This design comes from an exercise in tuning for small area, a short achievable clock period and few clock cycles per item on the open sky130 flow, not from production work. No activity file was given, so power comes from the tool's default toggle rates.

Design trit_dma_top, start of the top module:
module trit_dma_top (
    input  wire                       i_clk,
    input  wire                       i_arst,
    output logic                      o_finish_int,
    input  wire                       i_slave_write,
    input  wire                       i_slave_read,
    input  trit_dma_pkg::saddr_t      i_slave_address,
    input  trit_dma_pkg::sword_t      i_slave_writedata,
    input  wire [32/8-1:0]   i_slave_byteenable,
    output trit_dma_pkg::sword_t      o_slave_readdata,
    output logic                      o_slave_waitrequest,
    output logic                      o_slave_readdatavalid,
    output trit_dma_pkg::maddr_t      o_master_address,
    output logic                      o_master_read,
    output logic                      o_master_write,
    output trit_dma_pkg::mword_t      o_master_writedata,
    output logic [16-1:0]      o_master_byteenable,
    input  wire                       i_master_waitrequest,
    input  trit_dma_pkg::mword_t      i_master_readdata,
    input  wire                       i_master_readdatavalid
);
Size: about 1,300 cells after synthesis, about 380 I/O pins, ~14,000 sq um of cells after synthesis.
clock: 5.0 ns
lec_check: 0
cap_margin: 20
core_margin: 2
core_utilization: 40
setup_slack_margin: 2.0
slew_margin: 20
run.sh (not shown) runs the stock make flow with config.mk's settings and CLKGATE_MAP_FILE= SYNTH_SCRIPT=/design/flow/synth_recipe.tcl, a recipe that flattens the netlist after the stock synthesis.
Edit:
- SETUP_SLACK_MARGIN: 2.0 -> default
After rerunning: Via count decreases by 7.0%; synthesized area is unchanged; power decreases by about 13%; core utilization decreases by 6.1 points; setup slack got worse by 0.61 ns; count of clock-buffer cells in the layout increases by 2; die area stays the same; final cell count decreases by 6.1%.
No run of this note included a check of the RTL's function; only the layout flow was run.

========
run A:
Another version of the RTL of trit_dma_top (not shown whole).
Size in the first run: about 1300 cells after synthesis, ~270 flip-flops, roughly 380 I/O pins, roughly 0.014 mm² of cells after synthesis.
clock: 5.0 ns
lec_check: 0
cap_margin: 20
core_margin: 2
core_utilization: 40
setup_slack_margin: 1.5
slew_margin: 20
standard.sh (not shown) runs the stock make flow with config.mk's settings and CLKGATE_MAP_FILE= SYNTH_SCRIPT=/design/flow/synth_recipe.tcl, a recipe that flattens the netlist after the stock synthesis.
==> flow/flow/run.sh <==
#!/bin/bash
set -euo pipefail
cd "$(dirname "$0")/.."
bash standard.sh BUFFER_PORTS_ARGS="-buffer_cell sky130_fd_sc_hd__buf_2" finish > standard_flow.log 2>&1
The inputs of run B differ from those of run A as listed below.
Settings: TNS_END_PERCENT newly set to 0; ABC_AREA newly set to 1; SETUP_SLACK_MARGIN changed from 1.5 to 2.0.
[summary]
- Area of the die (run A / run B): 0.895
- Count of H-tree levels built during CTS, run A and run B, lower one = run A.
- Run B: switching share of power 2.5 points above run A
- Where post-layout minimum cycle time is concerned, run A is outperformed by run B.
- Relative to run A, the worst-path maximum fanout of run B is lower by 26.
- Run B ended up with buf_12 as its cell with the largest stage delay on the worst path; run A ended up with a21oi_1.
- Going from run A to run B, maximum clock frequency grew by a few percent.
- Run B: synthesized area higher than run A
- Summary of run B over run A: combinational fraction of design power went down 1.7 points; via count of the first global-routing pass went up about 33%; number of synthesized flops with an enable pin held.
Inputs modified between run B and run C:
Settings: clearing ABC_AREA, which used to be 1; swapping 0 for 10 in TNS_END_PERCENT.
==> comparison <==
Cmp run C and run B / post-cts resize count / lower: run C. The routed wire length number comes out lower for run C vs run B. End point of the critical path: o_slave_readdata[5] -> run B, o_slave_readdata[27] -> run C. XOR/XNOR share of the synthesized area in run C vs run B: up 1.9 points. [diff] via count, run C relative to run B: improvement. Run C against run B: cell-internal power rose about 13%, number of nets in the finished design fell 762, overall power rose 0.00068 W. In run C the total length of routed met3 wires turned out about 16% lower than in run B. Comparing the two runs side by side, run C comes out ahead of run B on cell area after layout.
No functional check of the RTL was part of any run of this note.

========
12-09:
The RTL this note starts from:
==> flow/design.v <==
`default_nettype none
package trit_dma_pkg;
    typedef logic [128-1:0] mword_t;
    typedef logic [28-1:0] maddr_t;
    typedef logic [32-1:0] sword_t;
    typedef logic [3-1:0] saddr_t;
    typedef logic [1:0] trit_t;
    typedef logic [2*27-1:0] trit_row_t;
    typedef logic [63:0] tick_t;
    typedef enum logic [1:0] {
        IDLE,
        LOAD,
        STORE,
        DONE
    } seq_state_t;
endpackage
`default_nettype wire
`timescale 1ns/1ps
`default_nettype none
module trit_dma_top (
    input  wire                       i_clk,
    input  wire                       i_arst,
    output logic                      o_finish_int,
    input  wire                       i_slave_write,
    input  wire                       i_slave_read,
    input  trit_dma_pkg::saddr_t      i_slave_address,
    input  trit_dma_pkg::sword_t      i_slave_writedata,
    input  wire [32/8-1:0]   i_slave_byteenable,
    output trit_dma_pkg::sword_t      o_slave_readdata,
    output logic                      o_slave_waitrequest,
    output logic                      o_slave_readdatavalid,
    output trit_dma_pkg::maddr_t      o_master_address,
    output logic                      o_master_read,
    output logic                      o_master_write,
    output trit_dma_pkg::mword_t      o_master_writedata,
    output logic [16-1:0]      o_master_byteenable,
    input  wire                       i_master_waitrequest,
    input  trit_dma_pkg::mword_t      i_master_readdata,
    input  wire                       i_master_readdatavalid
);
    localparam int DEPTH = 3;           
    localparam int PTR_W = (DEPTH > 1) ? $clog2(DEPTH) : 1;
    localparam int NB    = 16;
    localparam int LASTW = 6 - 1;
    trit_dma_pkg::sword_t src_reg;
    trit_dma_pkg::sword_t dst_reg;
    trit_dma_pkg::tick_t  tick_cnt;
    logic                 busy;
    logic                 finish;
    logic                 first;      
    logic                 start;
    assign o_slave_waitrequest   = 1'b0;
    assign o_slave_readdatavalid = i_slave_read;
    assign o_finish_int          = finish;
    assign start = i_slave_write && (i_slave_address == 3'd0) &&
                   i_slave_byteenable[0] && i_slave_writedata[1];
    always_ff @(posedge i_clk or posedge i_arst) begin
        if (i_arst) begin
            src_reg <= '0;
            dst_reg <= '0;
        end else if (i_slave_write) begin
            for (int i = 0; i < 32/8; i++) begin
                if (i_slave_byteenable[i]) begin
                    if (i_slave_address == 3'd1) src_reg[8*i +: 8] <= i_slave_writedata[8*i +: 8];
                    if (i_slave_address == 3'd2) dst_reg[8*i +: 8] <= i_slave_writedata[8*i +: 8];
                end
            end
        end
    end
    always_ff @(posedge i_clk or posedge i_arst) begin
        if (i_arst) begin
            tick_cnt <= '0;
        end else if (first) begin
            tick_cnt <= '0;
        end else if (busy) begin
            tick_cnt <= tick_cnt + 1'b1;
        end
    end
    always_comb begin
        case (i_slave_address)
            3'd0:      o_slave_readdata = {30'd0, busy, finish};
            3'd1:     o_slave_readdata = src_reg;
            3'd2:     o_slave_readdata = dst_reg;
            3'd3: o_slave_readdata = tick_cnt[31:0];
            3'd4: o_slave_readdata = tick_cnt[63:32];
            default:         o_slave_readdata = '0;
        endcase
    end
    logic [2:0]       rd_idx;     
    logic [2:0]       wr_idx;     
    logic [1:0]       avail;      
    logic [1:0]       cred;       
    logic             rd_q;
    logic             wr_q;
    logic             rd_acc;
    logic             wr_acc;
    logic             last_wr;
    logic [2:0]       rd_idx_n;
    logic [2:0]       wr_idx_n;
    logic [1:0]       avail_n;
    logic [1:0]       cred_n;
    logic             room_n;
    logic             rd_n;
    logic             wr_n;
    trit_dma_pkg::maddr_t addr_q;     
    assign o_master_read       = rd_q;
    assign o_master_write      = wr_q;
    assign rd_acc              = rd_q && !i_master_waitrequest;
    assign wr_acc              = wr_q && !i_master_waitrequest;
    assign last_wr             = wr_acc && (wr_idx == 3'(LASTW));
    assign o_master_byteenable = {16{1'b1}};
    assign o_master_address    = addr_q;
    assign rd_idx_n = rd_idx + 3'(rd_acc);
    assign wr_idx_n = wr_idx + 3'(wr_acc);
    assign avail_n  = avail + 2'(i_master_readdatavalid) - 2'(wr_acc);
    assign cred_n   = cred - 2'(rd_acc) + 2'(wr_acc);
    assign room_n   = (rd_idx_n != 3'(LASTW + 1)) && (cred_n != 2'd0);
    assign rd_n     = (rd_q && i_master_waitrequest) ||
                      (!(wr_q && i_master_waitrequest) && room_n);
    assign wr_n     = (wr_q && i_master_waitrequest) ||
                      (!(rd_q && i_master_waitrequest) && !room_n && (avail_n != 2'd0));
    trit_dma_pkg::maddr_t base_n;
    logic [2:0]           idx_n;
    assign base_n = (wr_n && !start) ? dst_reg[28-1:0] : src_reg[28-1:0];
    assign idx_n  = start ? 3'd0 : wr_n ? wr_idx_n : rd_idx_n;
    always_ff @(posedge i_clk) begin
        addr_q <= base_n + 28'(idx_n);
    end
    always_ff @(posedge i_clk or posedge i_arst) begin
        if (i_arst) begin
            busy   <= 1'b0;
            finish <= 1'b0;
            first  <= 1'b0;
            rd_q   <= 1'b0;
            wr_q   <= 1'b0;
            rd_idx <= '0;
            wr_idx <= '0;
            avail  <= '0;
            cred   <= '0;
        end else begin
            first <= start;
            if (start) begin
                busy   <= 1'b1;
                finish <= 1'b0;
                rd_q   <= 1'b1;
                wr_q   <= 1'b0;
                rd_idx <= '0;
                wr_idx <= '0;
                avail  <= '0;
                cred   <= 2'(DEPTH);
            end else begin
                rd_idx <= rd_idx_n;
                wr_idx <= wr_idx_n;
                avail  <= avail_n;
                cred   <= cred_n;
                if (last_wr) begin
                    busy   <= 1'b0;
                    finish <= 1'b1;
                    rd_q   <= 1'b0;
                    wr_q   <= 1'b0;
                end else if (busy) begin
                    rd_q <= rd_n;
                    wr_q <= wr_n;
                end
            end
        end
    end
    logic [2*NB-1:0]  buf_q [DEPTH];
    logic [DEPTH-1:0] rx_sel;     
    logic [DEPTH-1:0] wr_sel;     
    logic             tail_ok;    
    always_ff @(posedge i_clk or posedge i_arst) begin
        if (i_arst) begin
            rx_sel  <= DEPTH'(1);
            wr_sel  <= DEPTH'(1);
            tail_ok <= 1'b1;
        end else if (start) begin
            rx_sel  <= DEPTH'(1);
            wr_sel  <= DEPTH'(1);
            tail_ok <= 1'b1;
        end else begin
            if (i_master_readdatavalid) rx_sel <= {rx_sel[DEPTH-2:0], rx_sel[DEPTH-1]};
            if (wr_acc) begin
                wr_sel  <= {wr_sel[DEPTH-2:0], wr_sel[DEPTH-1]};
                tail_ok <= (wr_idx != 3'(LASTW - 1));
            end
        end
    end
    always_ff @(posedge i_clk) begin
        for (int e = 0; e < DEPTH; e++) begin
            if (i_master_readdatavalid && rx_sel[e]) begin
                for (int j = 0; j < NB; j++) buf_q[e][2*j +: 2] <= i_master_readdata[8*j +: 2];
            end
        end
    end
    always_comb begin
        logic [1:0] t;
        for (int j = 0; j < NB; j++) begin
            t = '0;
            for (int e = 0; e < DEPTH; e++) begin
                if (wr_sel[e] && (j == 0 || e != (LASTW % DEPTH) || tail_ok)) t = t | buf_q[e][2*j +: 2];
            end
            o_master_writedata[8*j +: 8] = {{6{t[1]}}, t};
        end
    end
endmodule
`default_nettype wire
clock: 5.0 ns
lec_check: 0
cap_margin: 20
core_margin: 2
core_utilization: 65
cts_cluster_diameter: 100
cts_cluster_size: 25
setup_slack_margin: 2.0
slew_margin: 20
tns_end_percent: 0
==> flow/flow/run.sh <==
#!/bin/bash
set -euo pipefail
cd "$(dirname "$0")/.."
bash standard.sh BUFFER_PORTS_ARGS="-buffer_cell sky130_fd_sc_hd__buf_1" finish > standard_flow.log 2>&1
12-09 finished every step from synthesis to the final layout, and the layout passed the timing, design-rule and antenna checks.
#### Input delta (11-27 over 12-09)
- clearing CTS_CLUSTER_DIAMETER, which used to be 100
- clearing CTS_CLUSTER_SIZE, which used to be 25
- swapping 65 for 40 in CORE_UTILIZATION
--- outcome ---
- 12-09 → 11-27: worst endpoint required time up 0.02 ns; die area up about 60%; area growth from synthesis to final layout up 7.4 points; path length in cells of the critical path flat; routed wire length per instance down 2.4%.
- Re number of global-route vias before repair: 11-27 is 579 up on 12-09.
- Final cell area: 11-27 above 12-09
- Biggest fanout along the worst timing path (11-27 over 12-09): increase, 8
No functional check of the RTL was part of any run of this note.

==> separate check: timing with driven ports <==
Ports are ideal in the flow. The routed layouts listed here were re-timed in OpenROAD. Step 1: set_driving_cell puts a clkbuf_16 on i_clk and a buf_2 on each other input, an assumption about the parent block. Step 2 times the ports against the registers' clock, not the clock port: input delays grow and output delays shrink by t, the midpoint of the rising clock arrivals with the driver on. Slacks: no drivers / after step 1 / after step 2; pairs: no drivers / after step 1.
run | t, ns | setup slack, ns | worst hold slack (ns) | latest minus earliest clock arrival (ns) | worst slew at a driven data input, ns
the first run of note 1 | 0.591 | 0.816 / 0.770 / 1.360 | 0.535 / 0.535 / 0.535 | 0.015 / 0.015 | 0.07
the second run of note 1 | 0.571 | 0.209 / 0.161 / 0.523 | 0.510 / 0.510 / 0.510 | 0.011 / 0.011 | 0.11
run A | 0.601 | 1.589 / 1.491 / 1.053 | 0.509 / 0.509 / 0.509 | 0.023 / 0.023 | 0.10
run B | 0.587 | 1.737 / 1.648 / 1.494 | 0.485 / 0.485 / 0.485 | 0.023 / 0.023 | 0.11
run C | 0.603 | 1.705 / 1.621 / 1.241 | 0.509 / 0.509 / 0.509 | 0.017 / 0.017 | 0.10
12-09 | 0.529 | 1.103 / 1.123 / 0.594 | 0.518 / 0.518 / 0.518 | 0.027 / 0.028 | 0.10
11-27 | 0.596 | 1.195 / 1.197 / 0.601 | 0.506 / 0.506 / 0.506 | 0.022 / 0.022 | 0.12
After both steps setup and hold are still met in every run listed. For 11-27, which loses most, drivers alone change the setup slack by +0.002 ns; drivers and shift together by -0.594 ns.
